Background: an optimization exercise with open tools, aiming at small area and a short achievable clock period. Do not read the settings as production practice.
At most, simulation tests tie the RTL to the original design; equivalence was not proved.
Power and IR drop assume default switching activity.

==> module hostRegs, before the edit <==
module hostRegs (
  input  logic               ck933,
  input  logic               rstN,
  input  logic               nCs,
  input  logic               nWe,
  input  logic               nRd,
  input  hostBusPkg::addrT   addr,
  input  hostBusPkg::dataT   wrData,
  output hostBusPkg::dataT   rdData,
  input  hostBusPkg::dataT   serialRd,
  input  hostBusPkg::dataT   interpRd0,
  input  hostBusPkg::dataT   interpRd1,
  input  hostBusPkg::dataT   interpRd2,
  output logic               serialWrEn,
  output logic               interpWrEn0,
  output logic               interpWrEn1,
  output logic               interpWrEn2,
  output hostBusPkg::offsetT wrOffset,
  output logic               softReset,
  output hostBusPkg::dataT   gpioOut
);
  logic               hiZero;
  logic               selMisc;
  logic               selGpio;
  logic               selSerial;
  logic               selInterp0;
  logic               selInterp1;
  logic               selInterp2;
  hostBusPkg::dataT   rdMux;
  logic               wrStrobe;
  logic               rdStrobe;
  assign hiZero     = (addr[11-1:5] == '0);
  assign selMisc    = hiZero && (addr[4:2] == 3'(11'h000 >> 2));
  assign selGpio    = hiZero && (addr[4:2] == 3'(11'h004 >> 2));
  assign selSerial  = hiZero && (addr[4:2] == 3'(11'h008 >> 2));
  assign selInterp0 = hiZero && (addr[4:2] == 3'(11'h00C >> 2));
  assign selInterp1 = hiZero && (addr[4:2] == 3'(11'h010 >> 2));
  assign selInterp2 = hiZero && (addr[4:2] == 3'(11'h014 >> 2));
  assign wrOffset = addr[1:0];
  assign wrStrobe = !nCs && !nWe;
  assign rdStrobe = !nCs && !nRd;
  assign serialWrEn  = wrStrobe && selSerial;
  assign interpWrEn0 = wrStrobe && selInterp0;
  assign interpWrEn1 = wrStrobe && selInterp1;
  assign interpWrEn2 = wrStrobe && selInterp2;
  always_ff @(posedge ck933) begin
    if (!rstN) begin
      softReset <= 1'b0;
    end else begin
      softReset <= wrStrobe && selMisc && (wrOffset == 2'd0);
    end
  end
  always_ff @(posedge ck933) begin
    if (!rstN || softReset) begin
      gpioOut <= 16'h0003;
    end else if (wrStrobe && selGpio) begin
      gpioOut <= wrData;
    end
  end
  assign rdMux = ({16{selMisc && (wrOffset == 2'd1)}} & 16'h0A31) |
                 ({16{selGpio}}    & gpioOut)   |
                 ({16{selSerial}}  & serialRd)  |
                 ({16{selInterp0}} & interpRd0) |
                 ({16{selInterp1}} & interpRd1) |
                 ({16{selInterp2}} & interpRd2);
  always_ff @(posedge ck933) begin
    if (rdStrobe) begin
      rdData <= rdMux;
    end
  end
endmodule
export LEC_CHECK = 0
export ABC_AREA = 1
export CAP_MARGIN = 20
export CORE_MARGIN = 2
export CORE_UTILIZATION = 40
export CTS_CLUSTER_DIAMETER = 80
export CTS_CLUSTER_SIZE = 22
export SETUP_SLACK_MARGIN = 3.6
export SLEW_MARGIN = 20
create_clock -name core_clock -period 6.0 [get_ports {ck933}]
standard.sh (not shown) runs the stock make flow with config.mk's settings and CLKGATE_MAP_FILE= SYNTH_SCRIPT=/design/flow/synth_recipe.tcl, a recipe that flattens the netlist after the stock synthesis.
==> flow/flow/run.sh <==
#!/bin/bash
# Standard synthesis without the full/half-adder cell mapping (registers are unchanged), then
# the standard layout; the resizer may pick any cell of the same function (not only one with
# the same footprint), and the port buffers are plain buffers.
set -euo pipefail
bash standard.sh ADDER_MAP_FILE= synth > synth.log 2>&1
bash standard.sh ADDER_MAP_FILE= MATCH_CELL_FOOTPRINT=0 "BUFFER_PORTS_ARGS=-buffer_cell sky130_fd_sc_hd__buf_1" finish > layout.log 2>&1
Then changed:
--- a/flow/design.v
+++ b/flow/design.v
@@ -54,6 +54,7 @@
   hostBusPkg::dataT   rdMux;
   logic               wrStrobe;
   logic               rdStrobe;
+  logic               rdHit;
   assign hiZero     = (addr[11-1:5] == '0);
   assign selMisc    = hiZero && (addr[4:2] == 3'(11'h000 >> 2));
   assign selGpio    = hiZero && (addr[4:2] == 3'(11'h004 >> 2));
@@ -88,8 +89,12 @@
                  ({16{selInterp0}} & interpRd0) |
                  ({16{selInterp1}} & interpRd1) |
                  ({16{selInterp2}} & interpRd2);
+  assign rdHit = (selMisc && (wrOffset == 2'd1)) || selGpio || selSerial ||
+                 selInterp0 || selInterp1 || selInterp2;
   always_ff @(posedge ck933) begin
-    if (rdStrobe) begin
+    if (rdStrobe && !rdHit) begin
+      rdData <= '0;
+    end else if (rdStrobe) begin
       rdData <= rdMux;
     end
   end
Cell area goes up by 3.1%.
Sequential cell count does not change.
Wire length rises by 5.0%.
Sequential power hardly moves.
First-iteration DRC count is higher by 22%.
The RTL of the second run of this note was laid out without a check of its function.

==> port drivers added, routing unchanged <==
No port has a modelled driver above. Below, the same layouts with a new extraction and two added sets of constraints.
Step 1 sets driving cells, clkbuf_16 on the clock port and buf_2 on the other inputs (assumed; they add their load-dependent delay and slew).
Step 2, shift: input delay + t, output delay - t, t = (earliest + latest rising clock arrival at the registers) / 2. This alone moves slack from input paths to output paths.
a / b / c = no drivers / after step 1 / after step 2; a / b = the first two.
run	shift t [ns]	setup slack, ns	worst setup path at the end	clock arrival spread, ns	worst register clock-pin slew, ns
the first run	0.649	3.582 / 3.522 / 3.055	input to register	0.023 / 0.023	0.09 / 0.09
the second run	0.649	3.523 / 3.564 / 2.916	input to register	0.017 / 0.017	0.09 / 0.09
After both steps every run listed still meets setup and hold. The setup slack of the second run, which loses most, moves by +0.041 ns with the drivers and by -0.607 ns with both steps.
